This is an optimization exercise on Yosys and OpenROAD, whose aim is small area, a short achievable clock period and few clock cycles per item, not a production implementation. RTL that was checked went through simulation tests only; none was proved equivalent to the original. Power and IR drop assume default switching activity.

the previous run:
==> flow/design.v (excerpt) <==
module longest_ordered_trail_dp #(
  parameter int VERTICES    = lotd_pkg::VerticesDef,
  parameter int LENGTH_BITS = lotd_pkg::LengthBitsDef
) (
  input  wire logic                          clk_i,
  input  wire logic                          rst_ni,
  input  wire logic                          start,
  output logic                               busy,
  input  wire logic                          cmd_i,
  input  wire logic [lotd_pkg::EndW-1:0]     end_a_i,
  input  wire logic [lotd_pkg::EndW-1:0]     end_b_i,
  output logic                               done_o,
  output logic [lotd_pkg::LongestW-1:0]      longest_length_o,
  output logic                               saturated_o
);
  logic v1, v2;
  lotd_ctrl u_ctrl (
    .clk_i  (clk_i),
    .rst_ni (rst_ni),
    .start_i(start),
    .v1_o   (v1),
    .v2_o   (v2),
    .busy_o (busy),
    .done_o (done_o)
  );
  lotd_dpath #(
    .Vertices  (VERTICES),
    .LengthBits(LENGTH_BITS)
  ) u_dpath (
    .clk_i           (clk_i),
    .rst_ni          (rst_ni),
    .v1_i            (v1),
    .v2_i            (v2),
    .cmd_in_i        (cmd_i),
    .end_a_i         (end_a_i),
    .end_b_i         (end_b_i),
    .longest_length_o(longest_length_o),
    .saturated_o     (saturated_o)
  );
endmodule
==> module lotd_dpath, before the edit <==
module lotd_dpath #(
  parameter int Vertices   = lotd_pkg::VerticesDef,
  parameter int LengthBits = lotd_pkg::LengthBitsDef
) (
  input  wire logic                       clk_i,
  input  wire logic                       rst_ni,
  input  wire logic                       v1_i,
  input  wire logic                       v2_i,
  input  wire logic                       cmd_in_i,
  input  wire logic [lotd_pkg::EndW-1:0]  end_a_i,
  input  wire logic [lotd_pkg::EndW-1:0]  end_b_i,
  output logic [lotd_pkg::LongestW-1:0]   longest_length_o,
  output logic                            saturated_o
);
  localparam int AW = lotd_pkg::EndW;
  localparam int LW = LengthBits;
  localparam logic [LW-1:0] LenMax = '1;
  logic [LW-1:0] mem [Vertices];
  logic                c1_q;
  logic [AW-1:0]       a1_q, b1_q;
  logic [31:0]         sa1_q, sb1_q;                       
  logic [7:0]          ga1_q, gb1_q;                       
  logic                e2_aa_q, e2_ab_q, e2_ba_q, e2_bb_q;   
  logic                p3a_q, p3b_q;                         
  logic                c2_q;
  logic [AW-1:0]       a2_q, b2_q;
  logic [LW-1:0]       la2_q, lb2_q;
  logic [Vertices-1:0] we3_q;
  logic [LW-1:0]       wd3_q;
  logic [LW-1:0]       run_q, out_q;
  logic                sat_q, osat_q;
  function automatic logic [LW-1:0] sat_inc(input logic [LW-1:0] v);
    sat_inc = (v == LenMax) ? v : v + 1'b1;
  endfunction
  logic          edge2, clr2, a_ge_b, b_ge_a, wa, wb, grow;
  logic [LW-1:0] inc_a, inc_b, incm, run_d;
  logic          sat_d;
  assign edge2  = v2_i & c2_q;
  assign clr2   = v2_i & ~c2_q;
  assign a_ge_b = la2_q >= lb2_q;
  assign b_ge_a = lb2_q >= la2_q;
  assign inc_a  = sat_inc(la2_q);
  assign inc_b  = sat_inc(lb2_q);
  assign incm   = a_ge_b ? inc_a : inc_b;
  assign wa     = edge2 & b_ge_a;
  assign wb     = edge2 & a_ge_b;
  assign grow   = edge2 & ((la2_q == run_q) | (lb2_q == run_q));
  always_comb begin
    run_d = run_q;
    sat_d = sat_q;
    if (clr2) begin
      run_d = '0;
      sat_d = 1'b0;
    end else if (grow) begin
      run_d = sat_inc(run_q);
      sat_d = sat_q | (&run_q[LW-1:1]);
    end
  end
  always_ff @(posedge clk_i or negedge rst_ni) begin
    if (!rst_ni) begin
      run_q  <= '0;
      sat_q  <= 1'b0;
      wd3_q  <= '0;
    end else begin
      run_q  <= run_d;
      sat_q  <= sat_d;
      wd3_q  <= clr2 ? '0 : incm;
    end
  end
  always_ff @(posedge clk_i or negedge rst_ni) begin
    if (!rst_ni) begin
      we3_q <= '1;
    end else begin
      for (int v = 0; v < Vertices; v++) begin
        we3_q[v] <= clr2 | (wa & (a2_q == AW'(v))) | (wb & (b2_q == AW'(v)));
      end
    end
  end
  always_ff @(posedge clk_i) begin
    out_q  <= run_d;
    osat_q <= sat_d;
  end
  always_ff @(posedge clk_i) begin
    for (int v = 0; v < Vertices; v++) begin
      if (we3_q[v]) begin
        mem[v] <= wd3_q;
      end
    end
  end
  logic          p3a_d, p3b_d, hit_a, hit_b;
  logic [LW-1:0] rd_a, rd_b, la_fwd, lb_fwd;
  always_comb begin
    rd_a = '0;
    rd_b = '0;
    for (int g = 0; g < 8; g++) begin
      logic [LW-1:0] ta, tb;
      ta = '0;
      tb = '0;
      for (int l = 0; l < 8; l++) begin
        ta = ta | (mem[8*g+l] & {LW{sa1_q[8*(g/2)+l]}});
        tb = tb | (mem[8*g+l] & {LW{sb1_q[8*(g/2)+l]}});
      end
      rd_a = rd_a | (ta & {LW{ga1_q[g]}});
      rd_b = rd_b | (tb & {LW{gb1_q[g]}});
    end
  end
  assign hit_a  = (wa & e2_aa_q) | (wb & e2_ab_q);
  assign hit_b  = (wa & e2_ba_q) | (wb & e2_bb_q);
  assign la_fwd = clr2 ? '0 : (hit_a ? incm : (rd_a | (wd3_q & {LW{p3a_q}})));
  assign lb_fwd = clr2 ? '0 : (hit_b ? incm : (rd_b | (wd3_q & {LW{p3b_q}})));
  assign p3a_d = clr2 | (wa & (end_a_i == a2_q)) | (wb & (end_a_i == b2_q));
  assign p3b_d = clr2 | (wa & (end_b_i == a2_q)) | (wb & (end_b_i == b2_q));
  always_ff @(posedge clk_i) begin
    c1_q    <= cmd_in_i;
    a1_q    <= end_a_i;
    b1_q    <= end_b_i;
    sa1_q   <= 32'(1) << {end_a_i[5:4], end_a_i[2:0]};
    sb1_q   <= 32'(1) << {end_b_i[5:4], end_b_i[2:0]};
    ga1_q   <= p3a_d ? 8'd0 : 8'(1) << end_a_i[5:3];
    gb1_q   <= p3b_d ? 8'd0 : 8'(1) << end_b_i[5:3];
    p3a_q   <= p3a_d;
    p3b_q   <= p3b_d;
    e2_aa_q <= end_a_i == a1_q;
    e2_ab_q <= end_a_i == b1_q;
    e2_ba_q <= end_b_i == a1_q;
    e2_bb_q <= end_b_i == b1_q;
    c2_q    <= c1_q;
    a2_q    <= a1_q;
    b2_q    <= b1_q;
    la2_q   <= la_fwd;
    lb2_q   <= lb_fwd;
  end
  assign longest_length_o = lotd_pkg::LongestW'(out_q);
  assign saturated_o      = osat_q;
endmodule
export LEC_CHECK = 0
export CAP_MARGIN = 20
export CORE_MARGIN = 2
export CORE_UTILIZATION = 30
export SETUP_SLACK_MARGIN = 3.0
export SLEW_MARGIN = 20
export TNS_END_PERCENT = 20
create_clock -name core_clock -period 5.5 [get_ports {clk_i}]
run.sh (not shown) runs the stock make flow with config.mk's settings and CLKGATE_MAP_FILE= SYNTH_SCRIPT=/design/flow/synth_recipe.tcl, a recipe that flattens the netlist after the stock synthesis.
What the current run does differently from the previous run at the input level:
diff --git a/flow/design.v b/flow/design.v
--- a/flow/design.v
+++ b/flow/design.v
@@ -62,31 +62,49 @@
   logic [7:0]          ga1_q, gb1_q;                       
   logic                e2_aa_q, e2_ab_q, e2_ba_q, e2_bb_q;   
   logic                p3a_q, p3b_q;                         
   logic                c2_q;
   logic [AW-1:0]       a2_q, b2_q;
-  logic [LW-1:0]       la2_q, lb2_q;
+  logic [LW-1:0]       rda2_q, rdb2_q;    
+  logic                hita2_q, hitb2_q;  
+  logic [LW-1:0]       la2, lb2;
   logic [Vertices-1:0] we3_q;
   logic [LW-1:0]       wd3_q;
+  logic [LW-1:0]       wdf_q;    
   logic [LW-1:0]       run_q, out_q;
   logic                sat_q, osat_q;
   function automatic logic [LW-1:0] sat_inc(input logic [LW-1:0] v);
-    sat_inc = (v == LenMax) ? v : v + 1'b1;
+    logic [LW-1:0] m;
+    for (int i = 0; i < LW; i++) begin
+      for (int j = 0; j < LW; j++) m[j] = (j >= i);
+      sat_inc[i] = (&v) | (v[i] ^ (&(v | m)));
+    end
+  endfunction
+  function automatic logic greater(input logic [LW-1:0] x, input logic [LW-1:0] y);
+    logic [LW-1:0] e, m;
+    e = ~(x ^ y);
+    greater = 1'b0;
+    for (int i = 0; i < LW; i++) begin
+      for (int j = 0; j < LW; j++) m[j] = (j <= i);
+      greater = greater | (x[i] & ~y[i] & (&(e | m)));
+    end
   endfunction
   logic          edge2, clr2, a_ge_b, b_ge_a, wa, wb, grow;
   logic [LW-1:0] inc_a, inc_b, incm, run_d;
   logic          sat_d;
+  assign la2    = hita2_q ? wdf_q : rda2_q;
+  assign lb2    = hitb2_q ? wdf_q : rdb2_q;
   assign edge2  = v2_i & c2_q;
   assign clr2   = v2_i & ~c2_q;
-  assign a_ge_b = la2_q >= lb2_q;
-  assign b_ge_a = lb2_q >= la2_q;
-  assign inc_a  = sat_inc(la2_q);
-  assign inc_b  = sat_inc(lb2_q);
+  assign a_ge_b = ~greater(lb2, la2);
+  assign b_ge_a = ~greater(la2, lb2);
+  assign inc_a  = sat_inc(la2);
+  assign inc_b  = sat_inc(lb2);
   assign incm   = a_ge_b ? inc_a : inc_b;
   assign wa     = edge2 & b_ge_a;
   assign wb     = edge2 & a_ge_b;
-  assign grow   = edge2 & ((la2_q == run_q) | (lb2_q == run_q));
+  assign grow   = edge2 & ((la2 == run_q) | (lb2 == run_q));
   always_comb begin
     run_d = run_q;
     sat_d = sat_q;
     if (clr2) begin
       run_d = '0;
@@ -116,21 +134,22 @@
       end
     end
   end
   always_ff @(posedge clk_i) begin
     out_q  <= run_d;
+    wdf_q  <= clr2 ? '0 : incm;
     osat_q <= sat_d;
   end
   always_ff @(posedge clk_i) begin
     for (int v = 0; v < Vertices; v++) begin
       if (we3_q[v]) begin
         mem[v] <= wd3_q;
       end
     end
   end
-  logic          p3a_d, p3b_d, hit_a, hit_b;
-  logic [LW-1:0] rd_a, rd_b, la_fwd, lb_fwd;
+  logic          p3a_d, p3b_d;
+  logic [LW-1:0] rd_a, rd_b;
   always_comb begin
     rd_a = '0;
     rd_b = '0;
     for (int g = 0; g < 8; g++) begin
       logic [LW-1:0] ta, tb;
@@ -142,14 +161,10 @@
       end
       rd_a = rd_a | (ta & {LW{ga1_q[g]}});
       rd_b = rd_b | (tb & {LW{gb1_q[g]}});
     end
   end
-  assign hit_a  = (wa & e2_aa_q) | (wb & e2_ab_q);
-  assign hit_b  = (wa & e2_ba_q) | (wb & e2_bb_q);
-  assign la_fwd = clr2 ? '0 : (hit_a ? incm : (rd_a | (wd3_q & {LW{p3a_q}})));
-  assign lb_fwd = clr2 ? '0 : (hit_b ? incm : (rd_b | (wd3_q & {LW{p3b_q}})));
   assign p3a_d = clr2 | (wa & (end_a_i == a2_q)) | (wb & (end_a_i == b2_q));
   assign p3b_d = clr2 | (wa & (end_b_i == a2_q)) | (wb & (end_b_i == b2_q));
   always_ff @(posedge clk_i) begin
     c1_q    <= cmd_in_i;
     a1_q    <= end_a_i;
@@ -165,12 +180,14 @@
     e2_ba_q <= end_b_i == a1_q;
     e2_bb_q <= end_b_i == b1_q;
     c2_q    <= c1_q;
     a2_q    <= a1_q;
     b2_q    <= b1_q;
-    la2_q   <= la_fwd;
-    lb2_q   <= lb_fwd;
+    rda2_q  <= rd_a | (wd3_q & {LW{p3a_q}});
+    rdb2_q  <= rd_b | (wd3_q & {LW{p3b_q}});
+    hita2_q <= clr2 | (wa & e2_aa_q) | (wb & e2_ab_q);
+    hitb2_q <= clr2 | (wa & e2_ba_q) | (wb & e2_bb_q);
   end
   assign longest_length_o = lotd_pkg::LongestW'(out_q);
   assign saturated_o      = osat_q;
 endmodule
 `default_nettype wire
==> summary.txt <==
Going from the previous run to the current run, power after layout increased about 9%; number of sinks on the clock net shows an increase of 14; starting utilization of the core area did not really move. Capturing instance or port of the critical path = u_dpath.rda2_q[7]: the current run; capturing instance or port of the critical path = u_dpath.lb2_q[9]: the previous run. Looking at final worst hold slack across the current run and the previous run, the one that comes out lower is the previous run. Fmax | the current run vs the previous run | the current run slower.
Testbench counts of the current run, summed over its fixed seeds: cycles 16,024, items 16,000.
The RTL of the previous run was laid out without a check of its function.

[what the ideal ports hide]
In the flow no input, the clock included, has a driving cell. The finished layouts below were timed again as built, in two steps.
Step 1, drivers: a clkbuf_16 drives clk_i and a buf_2 each remaining input, both assumed.
Step 2 adds t to the input delays and takes it off the output delays; t is the mean of the earliest and latest rising clock arrival at the registers after step 1. Input paths then give back, and output paths get back, about the clock's delay inside the block.
Slacks: ideal / step 1 / step 2; pairs: ideal / step 1.
| run | t (ns) | setup WS [ns] | hold slack, ns | worst setup path at the end | cell pins on the clock port's net |
|---|---|---|---|---|---|
| the previous run | 0.751 | 2.543 / 2.543 / 2.272 | 0.326 / 0.326 / 0.326 | input to register | 1 |
| the current run | 0.773 | 2.433 / 2.433 / 2.056 | 0.333 / 0.333 / 0.333 | input to register | 1 |
After both steps setup and hold are still met in every run listed. For the current run, which loses most, drivers alone change the setup slack by 0.000 ns; drivers and shift together by -0.377 ns.
